This is an optimization exercise on Yosys and OpenROAD, whose aim is small area, a short achievable clock period and few clock cycles per item, not a production implementation.
Function not checked in this run: the RTL went through the layout flow alone.

[standard.sh]
#!/bin/bash
# synth_recipe.tcl (not shown) runs the flow's synth.tcl, then flattens the netlist and writes it again
# the make line also repeats each setting of config.mk as NAME=value (left out here)
make -C /OpenROAD-flow-scripts/flow DESIGN_CONFIG=/design/flow/config.mk WORK_HOME=/design/flow/orfs CLKGATE_MAP_FILE= SYNTH_SCRIPT=/design/flow/synth_recipe.tcl "${@:-finish}"
[flow/run.sh]
#!/bin/bash
# Standard layout, with these changes to how it is made:
#  - ports are buffered with buf_4 cells;
#  - the repair steps aim at a larger setup margin but work on the worst
#    endpoints only;
#  - clock tree sinks are clustered in larger groups.
set -euo pipefail
bash standard.sh SETUP_SLACK_MARGIN=7.0 TNS_END_PERCENT=5 \
  CTS_CLUSTER_SIZE=25 CTS_CLUSTER_DIAMETER=100 \
  BUFFER_PORTS_ARGS="-buffer_cell sky130_fd_sc_hd__buf_4" finish > standard.log 2>&1
[design.v]
module tdm_slot_timer_unit (
   input  logic        clock,
   input  logic        reset,
   input  logic        req_valid,
   output logic        req_ready,
   input  logic [47:0] req_now_time,
   output logic        rsp_valid,
   input  logic        rsp_ready,
   output logic [1:0]  rsp_current_slot,
   output logic        rsp_is_own,
   output logic [48:0] rsp_next_own_start,
   output logic [32:0] rsp_wait_time,
   output logic        rsp_error,
   input  logic        csr_we,
   input  logic [2:0]  csr_index,
   input  logic [15:0] csr_wdata
);
   logic [15:0] end0, end1, end2, end3;
   logic [1:0]  cm1;
   logic [1:0]  own;
   logic [15:0] end0_n, end1_n, end2_n, end3_n;
   logic [1:0]  cm1_n, own_n;
   always_comb begin
      end0_n = end0;
      end1_n = end1;
      end2_n = end2;
      end3_n = end3;
      cm1_n  = cm1;
      own_n  = own;
      if (reset) begin
         end0_n = 16'd1;
         end1_n = 16'd2;
         end2_n = 16'd3;
         end3_n = 16'd4;
         cm1_n  = 2'd3;
         own_n  = 2'd0;
      end else if (csr_we) begin
         if (csr_index == 3'd0) end0_n = csr_wdata;
         if (csr_index == 3'd1) end1_n = csr_wdata;
         if (csr_index == 3'd2) end2_n = csr_wdata;
         if (csr_index == 3'd3) end3_n = csr_wdata;
         if (csr_index == 3'd4) cm1_n = (csr_wdata[2:0] == 3'd0) ? 2'd0 :
                                        csr_wdata[2] ? 2'd3 : 2'(csr_wdata[1:0] - 2'd1);
         if (csr_index == 3'd5) own_n = csr_wdata[1:0];
      end
   end
   always_ff @(posedge clock) begin
      end0 <= end0_n;
      end1 <= end1_n;
      end2 <= end2_n;
      end3 <= end3_n;
      cm1  <= cm1_n;
      own  <= own_n;
   end
   logic [15:0] cyc;       
   logic        cz;        
   logic [15:0] ooff;      
   logic [16:0] c1;        
   logic        err;       
   logic [17:0] c3;        
   logic [15:1] hz;        
   logic [17:1] hz3;       
   logic [15:0] cyc_d, ooff_d;
   logic [17:0] c3_d;
   always_comb begin
      case (cm1)
         2'd0: cyc_d = end0;
         2'd1: cyc_d = end1;
         2'd2: cyc_d = end2;
         default: cyc_d = end3;
      endcase
      case (own)
         2'd0: ooff_d = 16'd0;
         2'd1: ooff_d = end0;
         2'd2: ooff_d = end1;
         default: ooff_d = end2;
      endcase
   end
   assign c3_d = {2'b0, cyc_d} + {1'b0, cyc_d, 1'b0};
   always_ff @(posedge clock) begin
      cyc  <= cyc_d;
      cz   <= cyc_d == 16'd0;
      ooff <= ooff_d;
      c1   <= {1'b0, cyc_d} + {1'b0, ooff_d};
      err  <= own > cm1;
      c3   <= c3_d;
   end
   always_comb begin
      hz[15] = ~cyc[15];
      for (int k = 14; k >= 1; k--) hz[k] = hz[k+1] & ~cyc[k];
      hz3[17] = ~c3[17];
      for (int k = 16; k >= 1; k--) hz3[k] = hz3[k+1] & ~c3[k];
   end
   logic        v0;
   logic [47:0] n0;
   logic [1:0] r0;
   logic        v1;
   logic [47:0] n1;
   logic [3:0] r1;
   logic        v2;
   logic [47:0] n2;
   logic [5:0] r2;
   logic        v3;
   logic [47:0] n3;
   logic [7:0] r3;
   logic        v4;
   logic [47:0] n4;
   logic [9:0] r4;
   logic        v5;
   logic [47:0] n5;
   logic [11:0] r5;
   logic        v6;
   logic [47:0] n6;
   logic [13:0] r6;
   logic        v7;
   logic [47:0] n7;
   logic [15:0] r7;
   logic        v8;
   logic [47:0] n8;
   logic [15:0] r8;
   logic        v9;
   logic [47:0] n9;
   logic [15:0] r9;
   logic        v10;
   logic [47:0] n10;
   logic [15:0] r10;
   logic        v11;
   logic [47:0] n11;
   logic [15:0] r11;
   logic        v12;
   logic [47:0] n12;
   logic [15:0] r12;
   logic        v13;
   logic [47:0] n13;
   logic [15:0] r13;
   logic        v14;
   logic [47:0] n14;
   logic [15:0] r14;
   logic        v15;
   logic [47:0] n15;
   logic [15:0] r15;
   logic        v16;
   logic [47:0] n16;
   logic         hwait;     
   logic [4:0]   hcnt;      
   logic         rdy;
   logic         out_v, skid_v;
   logic         head, leave, again, take, out_free;
   assign head     = hwait ? (hcnt == 5'd0) : v16;
   assign out_free = ~out_v | rsp_ready;
   assign leave    = head & ~skid_v;
   assign again    = v16 & ~leave;
   assign take     = req_valid & rdy;
   assign req_ready = rdy;
   wire [17:0] m1 = {2'b0, cyc};
   wire [17:0] m2 = {1'b0, cyc, 1'b0};
   wire [17:0] m3 = c3;
   wire [47:0] nin = again ? n16 : req_now_time;
   wire [17:0] m1p = {2'b0, cyc_d};
   wire [17:0] m2p = {1'b0, cyc_d, 1'b0};
   wire [17:0] m3p = c3_d;
   logic [15:1] hzp;
   logic [17:1] hz3p;
   always_comb begin
      hzp[15] = ~cyc_d[15];
      for (int k = 14; k >= 1; k--) hzp[k] = hzp[k+1] & ~cyc_d[k];
      hz3p[17] = ~c3_d[17];
      for (int k = 16; k >= 1; k--) hz3p[k] = hz3p[k+1] & ~c3_d[k];
   end
   logic [0:0] tr0;
   assign tr0 = {nin[47]};
   logic [1:0] d0_1;
   assign d0_1 = {1'b0, tr0} - {1'b0, m1p[0:0]};
   wire ge0_1 = ~d0_1[1] & hzp[1];
   logic [0:0] q0;
   assign q0 = ge0_1 ? d0_1[0:0] : tr0[0:0];
   logic [1:0] tr1;
   assign tr1 = {q0, nin[46]};
   logic [2:0] d1_1;
   assign d1_1 = {1'b0, tr1} - {1'b0, m1p[1:0]};
   wire ge1_1 = ~d1_1[2] & hzp[2];
   logic [1:0] q1;
   assign q1 = ge1_1 ? d1_1[1:0] : tr1[1:0];
   wire [1:0] rn0 = q1;
   logic [2:0] tr2;
   assign tr2 = {r0, n0[45]};
   logic [3:0] d2_1;
   assign d2_1 = {1'b0, tr2} - {1'b0, m1[2:0]};
   wire ge2_1 = ~d2_1[3] & hz[3];
   logic [2:0] q2;
   assign q2 = ge2_1 ? d2_1[2:0] : tr2[2:0];
   logic [3:0] tr3;
   assign tr3 = {q2, n0[44]};
   logic [4:0] d3_1;
   assign d3_1 = {1'b0, tr3} - {1'b0, m1[3:0]};
   wire ge3_1 = ~d3_1[4] & hz[4];
   logic [3:0] q3;
   assign q3 = ge3_1 ? d3_1[3:0] : tr3[3:0];
   wire [3:0] rn1 = q3;
   logic [4:0] tr4;
   assign tr4 = {r1, n1[43]};
   logic [5:0] d4_1;
   assign d4_1 = {1'b0, tr4} - {1'b0, m1[4:0]};
   wire ge4_1 = ~d4_1[5] & hz[5];
   logic [4:0] q4;
   assign q4 = ge4_1 ? d4_1[4:0] : tr4[4:0];
   logic [5:0] tr5;
   assign tr5 = {q4, n1[42]};
   logic [6:0] d5_1;
   assign d5_1 = {1'b0, tr5} - {1'b0, m1[5:0]};
   wire ge5_1 = ~d5_1[6] & hz[6];
   logic [5:0] q5;
   assign q5 = ge5_1 ? d5_1[5:0] : tr5[5:0];
   wire [5:0] rn2 = q5;
   logic [6:0] tr6;
   assign tr6 = {r2, n2[41]};
   logic [7:0] d6_1;
   assign d6_1 = {1'b0, tr6} - {1'b0, m1[6:0]};
   wire ge6_1 = ~d6_1[7] & hz[7];
   logic [6:0] q6;
   assign q6 = ge6_1 ? d6_1[6:0] : tr6[6:0];
   logic [7:0] tr7;
   assign tr7 = {q6, n2[40]};
   logic [8:0] d7_1;
   assign d7_1 = {1'b0, tr7} - {1'b0, m1[7:0]};
   wire ge7_1 = ~d7_1[8] & hz[8];
   logic [7:0] q7;
   assign q7 = ge7_1 ? d7_1[7:0] : tr7[7:0];
   wire [7:0] rn3 = q7;
   logic [8:0] tr8;
   assign tr8 = {r3, n3[39]};
   logic [9:0] d8_1;
   assign d8_1 = {1'b0, tr8} - {1'b0, m1[8:0]};
   wire ge8_1 = ~d8_1[9] & hz[9];
   logic [8:0] q8;
   assign q8 = ge8_1 ? d8_1[8:0] : tr8[8:0];
   logic [9:0] tr9;
   assign tr9 = {q8, n3[38]};
   logic [10:0] d9_1;
   assign d9_1 = {1'b0, tr9} - {1'b0, m1[9:0]};
   wire ge9_1 = ~d9_1[10] & hz[10];
   logic [9:0] q9;
   assign q9 = ge9_1 ? d9_1[9:0] : tr9[9:0];
   wire [9:0] rn4 = q9;
   logic [10:0] tr10;
   assign tr10 = {r4, n4[37]};
   logic [11:0] d10_1;
   assign d10_1 = {1'b0, tr10} - {1'b0, m1[10:0]};
   wire ge10_1 = ~d10_1[11] & hz[11];
   logic [10:0] q10;
   assign q10 = ge10_1 ? d10_1[10:0] : tr10[10:0];
   logic [11:0] tr11;
   assign tr11 = {q10, n4[36]};
   logic [12:0] d11_1;
   assign d11_1 = {1'b0, tr11} - {1'b0, m1[11:0]};
   wire ge11_1 = ~d11_1[12] & hz[12];
   logic [11:0] q11;
   assign q11 = ge11_1 ? d11_1[11:0] : tr11[11:0];
   wire [11:0] rn5 = q11;
   logic [12:0] tr12;
   assign tr12 = {r5, n5[35]};
   logic [13:0] d12_1;
   assign d12_1 = {1'b0, tr12} - {1'b0, m1[12:0]};
   wire ge12_1 = ~d12_1[13] & hz[13];
   logic [12:0] q12;
   assign q12 = ge12_1 ? d12_1[12:0] : tr12[12:0];
   logic [13:0] tr13;
   assign tr13 = {q12, n5[34]};
   logic [14:0] d13_1;
   assign d13_1 = {1'b0, tr13} - {1'b0, m1[13:0]};
   wire ge13_1 = ~d13_1[14] & hz[14];
   logic [13:0] q13;
   assign q13 = ge13_1 ? d13_1[13:0] : tr13[13:0];
   wire [13:0] rn6 = q13;
   logic [14:0] tr14;
   assign tr14 = {r6, n6[33]};
   logic [15:0] d14_1;
   assign d14_1 = {1'b0, tr14} - {1'b0, m1[14:0]};
   wire ge14_1 = ~d14_1[15] & hz[15];
   logic [14:0] q14;
   assign q14 = ge14_1 ? d14_1[14:0] : tr14[14:0];
   logic [15:0] tr15;
   assign tr15 = {q14, n6[32]};
   logic [16:0] d15_1;
   assign d15_1 = {1'b0, tr15} - {1'b0, m1[15:0]};
   wire ge15_1 = ~d15_1[16];
   logic [15:0] q15;
   assign q15 = ge15_1 ? d15_1[15:0] : tr15[15:0];
   wire [15:0] rn7 = q15;
   logic [16:0] tr16;
   assign tr16 = {r7, n7[31]};
   logic [17:0] d16_1;
   assign d16_1 = {1'b0, tr16} - {1'b0, m1[16:0]};
   wire ge16_1 = ~d16_1[17];
   logic [15:0] q16;
   assign q16 = ge16_1 ? d16_1[15:0] : tr16[15:0];
   logic [16:0] tr17;
   assign tr17 = {q16, n7[30]};
   logic [17:0] d17_1;
   assign d17_1 = {1'b0, tr17} - {1'b0, m1[16:0]};
   wire ge17_1 = ~d17_1[17];
   logic [15:0] q17;
   assign q17 = ge17_1 ? d17_1[15:0] : tr17[15:0];
   wire [15:0] rn8 = q17;
   logic [16:0] tr18;
   assign tr18 = {r8, n8[29]};
   logic [17:0] d18_1;
   assign d18_1 = {1'b0, tr18} - {1'b0, m1[16:0]};
   wire ge18_1 = ~d18_1[17];
   logic [15:0] q18;
   assign q18 = ge18_1 ? d18_1[15:0] : tr18[15:0];
   logic [16:0] tr19;
   assign tr19 = {q18, n8[28]};
   logic [17:0] d19_1;
   assign d19_1 = {1'b0, tr19} - {1'b0, m1[16:0]};
   wire ge19_1 = ~d19_1[17];
   logic [15:0] q19;
   assign q19 = ge19_1 ? d19_1[15:0] : tr19[15:0];
   wire [15:0] rn9 = q19;
   logic [16:0] tr20;
   assign tr20 = {r9, n9[27]};
   logic [17:0] d20_1;
   assign d20_1 = {1'b0, tr20} - {1'b0, m1[16:0]};
   wire ge20_1 = ~d20_1[17];
   logic [15:0] q20;
   assign q20 = ge20_1 ? d20_1[15:0] : tr20[15:0];
   logic [16:0] tr21;
   assign tr21 = {q20, n9[26]};
   logic [17:0] d21_1;
   assign d21_1 = {1'b0, tr21} - {1'b0, m1[16:0]};
   wire ge21_1 = ~d21_1[17];
   logic [15:0] q21;
   assign q21 = ge21_1 ? d21_1[15:0] : tr21[15:0];
   wire [15:0] rn10 = q21;
   logic [16:0] tr22;
   assign tr22 = {r10, n10[25]};
   logic [17:0] d22_1;
   assign d22_1 = {1'b0, tr22} - {1'b0, m1[16:0]};
   wire ge22_1 = ~d22_1[17];
   logic [15:0] q22;
   assign q22 = ge22_1 ? d22_1[15:0] : tr22[15:0];
   logic [16:0] tr23;
   assign tr23 = {q22, n10[24]};
   logic [17:0] d23_1;
   assign d23_1 = {1'b0, tr23} - {1'b0, m1[16:0]};
   wire ge23_1 = ~d23_1[17];
   logic [15:0] q23;
   assign q23 = ge23_1 ? d23_1[15:0] : tr23[15:0];
   wire [15:0] rn11 = q23;
   logic [16:0] tr24;
   assign tr24 = {r11, n11[23]};
   logic [17:0] d24_1;
   assign d24_1 = {1'b0, tr24} - {1'b0, m1[16:0]};
   wire ge24_1 = ~d24_1[17];
   logic [15:0] q24;
   assign q24 = ge24_1 ? d24_1[15:0] : tr24[15:0];
   logic [16:0] tr25;
   assign tr25 = {q24, n11[22]};
   logic [17:0] d25_1;
   assign d25_1 = {1'b0, tr25} - {1'b0, m1[16:0]};
   wire ge25_1 = ~d25_1[17];
   logic [15:0] q25;
   assign q25 = ge25_1 ? d25_1[15:0] : tr25[15:0];
   wire [15:0] rn12 = q25;
   logic [16:0] tr26;
   assign tr26 = {r12, n12[21]};
   logic [17:0] d26_1;
   assign d26_1 = {1'b0, tr26} - {1'b0, m1[16:0]};
   wire ge26_1 = ~d26_1[17];
   logic [15:0] q26;
   assign q26 = ge26_1 ? d26_1[15:0] : tr26[15:0];
   logic [16:0] tr27;
   assign tr27 = {q26, n12[20]};
   logic [17:0] d27_1;
   assign d27_1 = {1'b0, tr27} - {1'b0, m1[16:0]};
   wire ge27_1 = ~d27_1[17];
   logic [15:0] q27;
   assign q27 = ge27_1 ? d27_1[15:0] : tr27[15:0];
   wire [15:0] rn13 = q27;
   logic [16:0] tr28;
   assign tr28 = {r13, n13[19]};
   logic [17:0] d28_1;
   assign d28_1 = {1'b0, tr28} - {1'b0, m1[16:0]};
   wire ge28_1 = ~d28_1[17];
   logic [15:0] q28;
   assign q28 = ge28_1 ? d28_1[15:0] : tr28[15:0];
   logic [16:0] tr29;
   assign tr29 = {q28, n13[18]};
   logic [17:0] d29_1;
   assign d29_1 = {1'b0, tr29} - {1'b0, m1[16:0]};
   wire ge29_1 = ~d29_1[17];
   logic [15:0] q29;
   assign q29 = ge29_1 ? d29_1[15:0] : tr29[15:0];
   wire [15:0] rn14 = q29;
   logic [16:0] tr30;
   assign tr30 = {r14, n14[17]};
   logic [17:0] d30_1;
   assign d30_1 = {1'b0, tr30} - {1'b0, m1[16:0]};
   wire ge30_1 = ~d30_1[17];
   logic [15:0] q30;
   assign q30 = ge30_1 ? d30_1[15:0] : tr30[15:0];
   logic [16:0] tr31;
   assign tr31 = {q30, n14[16]};
   logic [17:0] d31_1;
   assign d31_1 = {1'b0, tr31} - {1'b0, m1[16:0]};
   wire ge31_1 = ~d31_1[17];
   logic [15:0] q31;
   assign q31 = ge31_1 ? d31_1[15:0] : tr31[15:0];
   wire [15:0] rn15 = q31;
   logic [15:0] pr;
   logic        phi;
   logic        g0, g1, g2, g3;
   logic [1:0]  pcur;
   logic        plap, pown, pfz;
   logic [17:0] pda, pdb, pd;
   assign pr  = r15;
   assign phi = ~cz | (n15[47:32] == 16'd0);
   assign g0 = phi & (end0 > pr);
   assign g1 = phi & (end1 > pr) & (cm1 >= 2'd1);
   assign g2 = phi & (end2 > pr) & (cm1 >= 2'd2);
   assign g3 = phi & (end3 > pr) & (cm1 == 2'd3);
   assign pcur = g0 ? 2'd0 : g1 ? 2'd1 : g2 ? 2'd2 : g3 ? 2'd3 : cm1;
   assign plap = pcur >= own;
   assign pown = (pcur == own) & ~err;
   assign pfz  = n15[15:0] == 16'd0;
   assign pda  = {2'b0, ooff} + {2'b11, ~pr} + {17'd0, pfz};
   assign pdb  = {1'b0, c1} + {2'b11, ~pr} + {17'd0, pfz};
   assign pd   = plap ? pdb : pda;
   logic [1:0]  sc;
   logic        so, sz, sf;
   logic [17:0] sd;
   logic [32:0] pstart;
   logic [32:0] pwait;
   logic [15:0] pnf;
   logic [68:0] res;
   assign pstart = err ? 33'd0 : cz ? {17'd0, ooff} :
                   {1'b0, n16[47:16]} + {{15{sd[17]}}, sd} + {32'd0, ~sf};
   assign pnf    = 16'd0 - n16[15:0];
   assign pwait  = (sz | sd[17]) ? 33'd0 : {sd[16:0], pnf};
   assign res    = {sc, so, pstart, pwait};
   logic         hwait_n;
   logic [4:0]   hcnt_n;
   logic         skid_n;
   always_comb begin
      hwait_n = hwait;
      hcnt_n  = hcnt - 5'd1;
      if (head) begin
         hwait_n = ~leave;
         hcnt_n  = 5'd16;
      end
      skid_n = skid_v ? ~out_free : (leave & ~out_free);
   end
   logic [68:0] out_q;
   logic [68:0] skid_q;
   always_ff @(posedge clock) begin
      if (reset) begin
         v0 <= 1'b0;
         v1 <= 1'b0;
         v2 <= 1'b0;
         v3 <= 1'b0;
         v4 <= 1'b0;
         v5 <= 1'b0;
         v6 <= 1'b0;
         v7 <= 1'b0;
         v8 <= 1'b0;
         v9 <= 1'b0;
         v10 <= 1'b0;
         v11 <= 1'b0;
         v12 <= 1'b0;
         v13 <= 1'b0;
         v14 <= 1'b0;
         v15 <= 1'b0;
         v16 <= 1'b0;
         hwait  <= 1'b0;
         hcnt   <= '0;
         out_v  <= 1'b0;
         rdy    <= 1'b1;
         skid_v <= 1'b0;
      end else begin
         v0 <= again | take;
         v1 <= v0;
         v2 <= v1;
         v3 <= v2;
         v4 <= v3;
         v5 <= v4;
         v6 <= v5;
         v7 <= v6;
         v8 <= v7;
         v9 <= v8;
         v10 <= v9;
         v11 <= v10;
         v12 <= v11;
         v13 <= v12;
         v14 <= v13;
         v15 <= v14;
         v16 <= v15;
         hwait <= hwait_n;
         hcnt  <= hcnt_n;
         rdy    <= ~hwait_n & ~(v15 & skid_n);
         skid_v <= skid_n;
         if (out_free) out_v <= skid_v | leave;
      end
   end
   always_ff @(posedge clock) begin
      n0 <= nin;
      r0 <= rn0;
      n1 <= n0;
      r1 <= rn1;
      n2 <= n1;
      r2 <= rn2;
      n3 <= n2;
      r3 <= rn3;
      n4 <= n3;
      r4 <= rn4;
      n5 <= n4;
      r5 <= rn5;
      n6 <= n5;
      r6 <= rn6;
      n7 <= n6;
      r7 <= rn7;
      n8 <= n7;
      r8 <= rn8;
      n9 <= n8;
      r9 <= rn9;
      n10 <= n9;
      r10 <= rn10;
      n11 <= n10;
      r11 <= rn11;
      n12 <= n11;
      r12 <= rn12;
      n13 <= n12;
      r13 <= rn13;
      n14 <= n13;
      r14 <= rn14;
      n15 <= n14;
      r15 <= rn15;
      n16 <= n15;
      sc <= pcur;
      so <= pown;
      sz <= ~phi | err;
      sf <= pfz;
      sd <= pd;
   end
   always_ff @(posedge clock) begin
      if (~skid_v & leave & ~out_free) skid_q <= res;
      if (out_free) out_q <= skid_v ? skid_q : res;
   end
   assign rsp_valid          = out_v;
   assign rsp_current_slot   = out_q[68:67];
   assign rsp_is_own         = out_q[66];
   assign rsp_next_own_start = {out_q[65:33], 16'd0};
   assign rsp_wait_time      = out_q[32:0];
   assign rsp_error          = err;
endmodule
[config.mk]
export PLATFORM = sky130hd
export DESIGN_NAME = tdm_slot_timer_unit
export DESIGN_NICKNAME = tdm_slot_timer_unit
export VERILOG_FILES = /design/flow/design.v
export SDC_FILE = /design/flow/constraint.sdc
export NUM_CORES = 4
export LEC_CHECK = 0
export CAP_MARGIN = 20
export CORE_MARGIN = 2
export CORE_UTILIZATION = 40
export SLEW_MARGIN = 20
[constraint.sdc]
create_clock -name core_clock -period 10.0 [get_ports {clock}]
set_input_delay 2.0000 -clock core_clock [delete_from_list [all_inputs] [get_ports {clock}]]
set_output_delay 2.0000 -clock core_clock [all_outputs]
set_load 0.01 [all_outputs]
==> results.toml <==
[global_routing]
grt_max_degree = 84
grt_use_met1 = 0.268
grt_pass1_vias = 38225
top_usage_layer = "met2"
track_usage = 0.189
grt_pass1_wl_mm = 219
grt-ovfl-total = 0
use_met3 = 0.0197
grtUsageMet2 = 0.304
antenna_found_initial = 5

[final_layout]
finish.utilization = 0.467
drive_gt1_frac = 0.179
fin_nets = 6363
postLayoutCellArea_sq_um = 66900
areaGrowthSynthToFinish_pct = 16.1
reg_top3 = "out_q (69), skid_q (69)"

[outcome]
outcome = "complete, no violations"

[sta]
finalHoldViolations = 0
finalCriticalPeriod_ns = 5.35
rsz0062_at_grt = "yes"
fmax_ghz = 0.187
slew_viol_final = 0
period_share = 0.535
fin_skew_ns = 0.0422
setup-tns-final_ns = 0
tightestPinTransition_ns = 1.15
finalSetupViolCount = 0
slew_headroom = 0.230

[detailed_routing]
firstDrtPassIters = 6
post-route-drc-count = 0
post_drt_wl_per_cell_um = 18.9
drtIter0Drc = 2347
drtAntennaViolNets = 0
dr_total_vias = 39682
wl_mm = 145
vias_per_cell = 5.17

[hold_path]
worstHoldPathType = "register to register"

[synth]
async_reset_ff_frac = 0
yosysSeqAreaShare = 0.483
syn_inst = 5360
netlist_area_sq_um = 57600
ys.flop_type = "dfxtp_1"
yosys_warnings = 1
synth_top_area_cell = "dfxtp_1"
synth-edff-count = 138
synth.lib_cells_used.distinct = 91
avgSynthCellArea_sq_um = 10.7
ys_seq_elements = 1322
synth.area.top_cells = "dfxtp_1 41%, ha_1 11%, edfxtp_1 7.2%"
synth_top_area_share = 0.411

[clocking]
cts_sinks = 1322
path_clk_slew_ns = 0.10
cts_hold_buffers = 0
numCtsBuffers = 68
cts_tree = "yes"
worstSkewPairLatency_ns = 0.71
clockBufferDepth = 3
cts_max_level = 3
cts-root-buf = "clkbuf_16"

[placed_design]
gp_congestion = 0.867
place_area_sq_um = 61200
io_buffers = 143
dp_hpwl_mm = 101

[floorplanning]
num_rows = 139
start_util = 0.402
die_area_sq_um = 147000
top_level_ports = 160
die_w_um = 384
die_h_um = 384
core_area_sq_um = 143000

[setup_path]
crit_required_ns = 10.57
crit_fanout = 8
crit_arrival_ns = 5.92
end_kind = "register"
worstSetupStartpointType = "register"
path_class = "register to register"

[flow_run]
drv_cap = 0
[critical path: stages (launching register included)]
cell	delay, ns
dfxtp_4	0.39
clkinvlp_4	0.12
buf_6	0.14
buf_12	0.14
buf_6	0.13
ha_1	0.26
nor2b_1	0.15
o31a_1	0.26
o21ai_2	0.16
nand3_2	0.11
a211oi_4	0.29
o21a_4	0.22
buf_4	0.12
buf_4	0.12
mux2_2	0.35
ha_1	0.19
and2_1	0.15
nor2_1	0.19
o31ai_4	0.11
and2_4	0.16
a221o_1	0.31
a31o_1	0.24
a221oi_4	0.30
buf_4	0.17
buf_12	0.12
mux2_2	0.33
[area by class of cell]
type	count	area, sq um
antenna	1	2.50
multi-input combinational	3735	30100
timing repair buffer	388	3500
clock inverter	22	398
clock buffer	88	1790
sequential	1322	27900
inverter	214	826
fill	13070	76400
tap	1903	2380
timing repair inverter	1	7.51
[synthesized netlist by cell type, types with 13 or more instances]
cell type and n:
a211oi_1 44, a21boi_0 24, a21o_1 122, a21oi_1 361, a31oi_1 35, and2_1 39
and3_1 28, buf_1 13, buf_4 17, clkbuf_1 67, dfxtp_1 1184, edfxtp_1 138
fa_1 38, ha_1 523, inv_1 214, mux2_1 51, mux2_2 250, mux2_4 27
mux2i_1 58, mux4_2 16, nand2_1 414, nand2b_1 47, nand3_1 68, nand4_1 18
nor2_1 306, nor2b_1 81, nor3_1 96, nor4_1 18, o211ai_1 25, o21a_1 89
o21ai_0 221, o21ai_1 36, o21bai_1 33, o31a_1 14, o31ai_1 62, or2_2 19
or3_1 39, xnor2_1 215, xor2_1 127
[repair_timing]
action,4_1_cts,5_1_grt
buffers inserted,102,84
gates resized for setup,174,140
pin swaps,66,87
gates cloned,14,9
setup endpoints to repair,399,413
[layer usage]
layer  vias up  share of wire  wire, um
met5         -              0         0
met4         0          0.027      3940
met3       174          0.035      5100
met2       708           0.45     65100
met1     18970           0.49     70700
li1      19830              -         -
[path summary, 6_finish.rpt]
kind / startpoint / endpoint / cells after the start / slack [ns]
setup / recovery: cyc[1] / r9[15] / 25 / 4.65
hold / removal: n2[6] / n3[6] / 0 / 0.31
setup reg to reg: cyc[1] / r9[15] / 25 / 4.65
hold reg to reg: n2[6] / n3[6] / 0 / 0.31
[metrics by stage]
stage	setup WS (ns)	hold slack, ns	std cells
4_1_cts	4.66	0.301	7580
6_report	4.65	0.311	7674
5_1_grt	4.49	0.315	7673
3_5_place_dp	2.65	0.312	7354
3_3_place_gp	2.77	0.310	7354
2_1_floorplan	3.82	0.310	5375
[cell usage in the layout (no fill, tap or decap), types with 22 or more instances in the layout]
master        n
o21bai_1     33
buf_12       25
a211oi_1     37
o31ai_1      52
nand3_1      66
or3_1        39
mux2_4       52
inv_1       208
edfxtp_1    138
nor3_1       90
xnor2_1     215
ha_1        488
o21ai_1      27
a21boi_0     22
a21o_1      122
ha_4         31
and2_1       38
fa_1         38
dfxtp_1    1176
and3_1       27
buf_4       327
nand2_1     412
clkbuf_16    74
nand2b_1     44
nor2_1      297
mux2_1       34
a31oi_1      27
o21ai_0     211
nor2b_1      69
a21oi_1     330
o211ai_1     25
mux2_2      242
xor2_1      127
mux2i_1      55
o21a_1       88
a21oi_2      27
[logic make-up after synthesis]
kind of cell | count (synthesis) | synth area share
and+or+nand+nor | 1204 | 0.0969
xor gates and xnor gates | 342 | 0.0520
other | 1 | 0.0000651
AOI/OAI and AO/OA | 1201 | 0.135
buffers and inverters | 327 | 0.0236
muxes | 402 | 0.0822
DFF | 1322 | 0.483
adders and majority gates | 561 | 0.127

-- separate check: timing with driven ports --
In the flow no input, the clock included, has a driving cell. The finished layout below was timed again as built, in two steps.
Step 1: set_driving_cell puts a clkbuf_16 on clock and a buf_2 on each other input, an assumption about the parent block.
Step 2 also shifts input and output timing later by t, the mid clock arrival at the registers, as if the neighbouring blocks saw the same clock.
a / b / c = ideal ports / drivers / drivers and shift; a / b = the first two.
t, ns: 0.768
setup slack, ns: 4.647 / 4.647 / 4.647
slew at the worst register clock pin (ns): 0.11 / 0.11
After both steps setup and hold are still met in this run. The setup slack of this run moves by 0.000 ns with the drivers and by 0.000 ns with both steps.
